What follows belongs to an exercise in optimizing a design on an open flow for small area, a short achievable clock period and few clock cycles per item; a production flow would make more cautious choices.
Function was checked by simulation only, so behaviour that the tests miss may differ from the original.

==> job 9968: inputs <==
## mandel_iter_pipe
module mandel_iter_pipe #(
    parameter int WIDTH  = 16,
    parameter int FRAC   = 13,
    parameter int ITER_W = 8,
    parameter int STAGES = 4
) (
    input  logic              Clk,
    input  logic              Reset,
    input  logic              in_valid,
    output logic              in_ready,
    input  logic [WIDTH-1:0]  in_x,
    input  logic [WIDTH-1:0]  in_y,
    input  logic [WIDTH-1:0]  in_c1,
    input  logic [WIDTH-1:0]  in_c2,
    input  logic [ITER_W-1:0] in_div,
    input  logic              in_done,
    input  logic [ITER_W-1:0] max_iter,
    output logic              out_valid,
    input  logic              out_ready,
    output logic [WIDTH-1:0]  out_x,
    output logic [WIDTH-1:0]  out_y,
    output logic [WIDTH-1:0]  out_c1,
    output logic [WIDTH-1:0]  out_c2,
    output logic [ITER_W-1:0] out_div,
    output logic              out_done
);
    localparam int PW = 4 * WIDTH + ITER_W + 1;    
    logic          bv_q [STAGES+1];
    logic [PW-1:0] b_q  [STAGES+1];
    logic          av_q [STAGES];
    logic [PW-1:0] a_q  [STAGES];
    logic          abig_q [STAGES];
    logic [28:0]   axx_q  [STAGES];
    logic [28:0]   ayy_q  [STAGES];
    logic [23-1:0] apl_q [STAGES];
    logic          kv_q;
    logic [PW-1:0] k_q;
    logic          en;
    assign en       = ~kv_q;
    assign in_ready = en;
    always_ff @(posedge Clk or posedge Reset) begin
        if (Reset) begin
            bv_q[0] <= 1'b0;
        end else if (en) begin
            bv_q[0] <= in_valid;
        end
    end
  ...
export LEC_CHECK = 0
export CAP_MARGIN = 20
export CORE_MARGIN = 2
export CORE_UTILIZATION = 55
export PLACE_DENSITY = 0.72
export SLEW_MARGIN = 20
create_clock -name core_clock -period 14.0 [get_ports {Clk}]
standard.sh (not shown) runs the stock make flow with config.mk's settings and CLKGATE_MAP_FILE= SYNTH_SCRIPT=/design/flow/synth_recipe.tcl, a recipe that flattens the netlist after the stock synthesis.
==> flow/flow/run.sh <==
#!/bin/bash
set -euo pipefail
MARGIN=${MARGIN:-8}
R=orfs/results/sky130hd/mandel_iter_pipe/base
bash standard.sh SETUP_SLACK_MARGIN=$MARGIN synth > standard_synth.log 2>&1
python3 flow/polarity.py $R/1_2_yosys.v $R/1_2_yosys_pol.v "$FLOW_HOME/platforms/sky130hd/lib/sky130_fd_sc_hd__tt_025C_1v80.lib" > polarity.log 2>&1
mv $R/1_2_yosys_pol.v $R/1_2_yosys.v
rm -f $R/1_synth.odb $R/1_synth.sdc
bash standard.sh SETUP_SLACK_MARGIN=$MARGIN finish > standard_make.log 2>&1
Other scripts of this flow, unchanged in this note and not shown: flow/flow/polarity.py
==> inputs of job 7546, as changes to job 9968 <==
--- a/flow/flow/run.sh
+++ b/flow/flow/run.sh
@@ -1,5 +1,5 @@
 #!/bin/bash
 set -euo pipefail
-MARGIN=${MARGIN:-8}
+MARGIN=${MARGIN:-9}
 R=orfs/results/sky130hd/mandel_iter_pipe/base
 bash standard.sh SETUP_SLACK_MARGIN=$MARGIN synth > standard_synth.log 2>&1
--- a/flow/config.mk
+++ b/flow/config.mk
@@ -6,7 +6,7 @@
 export NUM_CORES = 4
 export LEC_CHECK = 0
+export ABC_AREA = 1
 export CAP_MARGIN = 20
 export CORE_MARGIN = 2
-export CORE_UTILIZATION = 55
-export PLACE_DENSITY = 0.72
+export CORE_UTILIZATION = 40
 export SLEW_MARGIN = 20
==> inputs of job 5633, as changes to job 9968 <==
--- a/flow/flow/run.sh
+++ b/flow/flow/run.sh
@@ -1,5 +1,5 @@
 #!/bin/bash
 set -euo pipefail
-MARGIN=${MARGIN:-8}
+MARGIN=${MARGIN:-8.5}
 R=orfs/results/sky130hd/mandel_iter_pipe/base
 bash standard.sh SETUP_SLACK_MARGIN=$MARGIN synth > standard_synth.log 2>&1
--- a/flow/config.mk
+++ b/flow/config.mk
@@ -6,7 +6,7 @@
 export NUM_CORES = 4
 export LEC_CHECK = 0
+export ABC_AREA = 1
 export CAP_MARGIN = 20
 export CORE_MARGIN = 2
-export CORE_UTILIZATION = 55
-export PLACE_DENSITY = 0.72
+export CORE_UTILIZATION = 40
 export SLEW_MARGIN = 20
==> comparison table <==
Outcome: job 9968 complete, no violations; job 7546 complete, no violations; job 5633 complete, no violations
Fraction of layout instances using a drive strength above 1: job 9968 8.77%; job 7546 17.7%; job 5633 9.46%
Maximum number of pins on one net before global-route repair: job 9968 187; job 7546 152; job 5633 160
Required time of the worst setup path: job 9968 14.50 ns; job 7546 14.53 ns; job 5633 14.54 ns
Area of the multi-input gates: job 9968 60800 µm²; job 7546 64200 µm²; job 5633 62000 µm²
Flip-flop and latch share of the layout cell area: job 9968 29.0%; job 7546 25.8%; job 5633 27.3%
Inserted Diodes: job 9968 2; job 7546 8; job 5633 4
Skew-Pair Late Insertion Delay: job 9968 0.77 ns; job 7546 0.81 ns; job 5633 0.82 ns
Highest net fanout along the worst path: job 9968 5; job 7546 7; job 5633 8
Post-Synthesis Net Count: job 9968 10600; job 7546 12000; job 5633 12000
Buf+Inv Stages, Crit Path: job 9968 4; job 7546 8; job 5633 8
Fraction of area in multi-input gates: job 9968 57.6%; job 7546 54.2%; job 5633 55.4%
Detailed-route via count: job 9968 64400; job 7546 72700; job 5633 70400
Post-synthesis to final-layout area growth: job 9968 10.6%; job 7546 21.0%; job 5633 14.3%
Gates resized, CTS repair: job 9968 43; job 7546 939; job 5633 105
Worst R2R Start: job 9968 a_q[1][54]; job 7546 a_q[3][55]; job 5633 a_q[1][53]
Testbench counts of job 9968, summed over its fixed seeds: cycles 3,272, items 3,200.
Testbench counts of job 7546, summed over its fixed seeds: cycles 3,272, items 3,200.
Testbench counts of job 5633, summed over its fixed seeds: cycles 3,272, items 3,200.

[static timing again, ports no longer ideal]
The flow's constraints put no driver on any port. The routed layouts listed below were extracted and timed again, unchanged, in two steps. Step 1 sets driving cells, clkbuf_16 on the clock port and buf_2 on the other inputs (assumed; they add their load-dependent delay and slew). Step 2 moves the port delays by t, midway between the first and last clock arrival at a register: inputs arrive t later, outputs are due t later. That takes back most of the time a late clock gives input paths. Slacks: no drivers / after step 1 / after step 2; pairs: no drivers / after step 1.
| run | t (ns) | setup slack, ns | worst data-port slew with drivers (ns) | pins driven straight from the clock port |
|---|---|---|---|---|
| job 9968 | 0.841 | 8.107 / 8.107 / 8.107 | 0.07 | 1 |
| job 7546 | 0.879 | 8.648 / 8.648 / 8.420 | 0.10 | 1 |
| job 5633 | 0.868 | 8.516 / 8.516 / 8.381 | 0.08 | 1 |
After both steps setup and hold are still met in every run listed. The setup slack of job 7546, which loses most, moves by 0.000 ns with the drivers and by -0.228 ns with both steps.
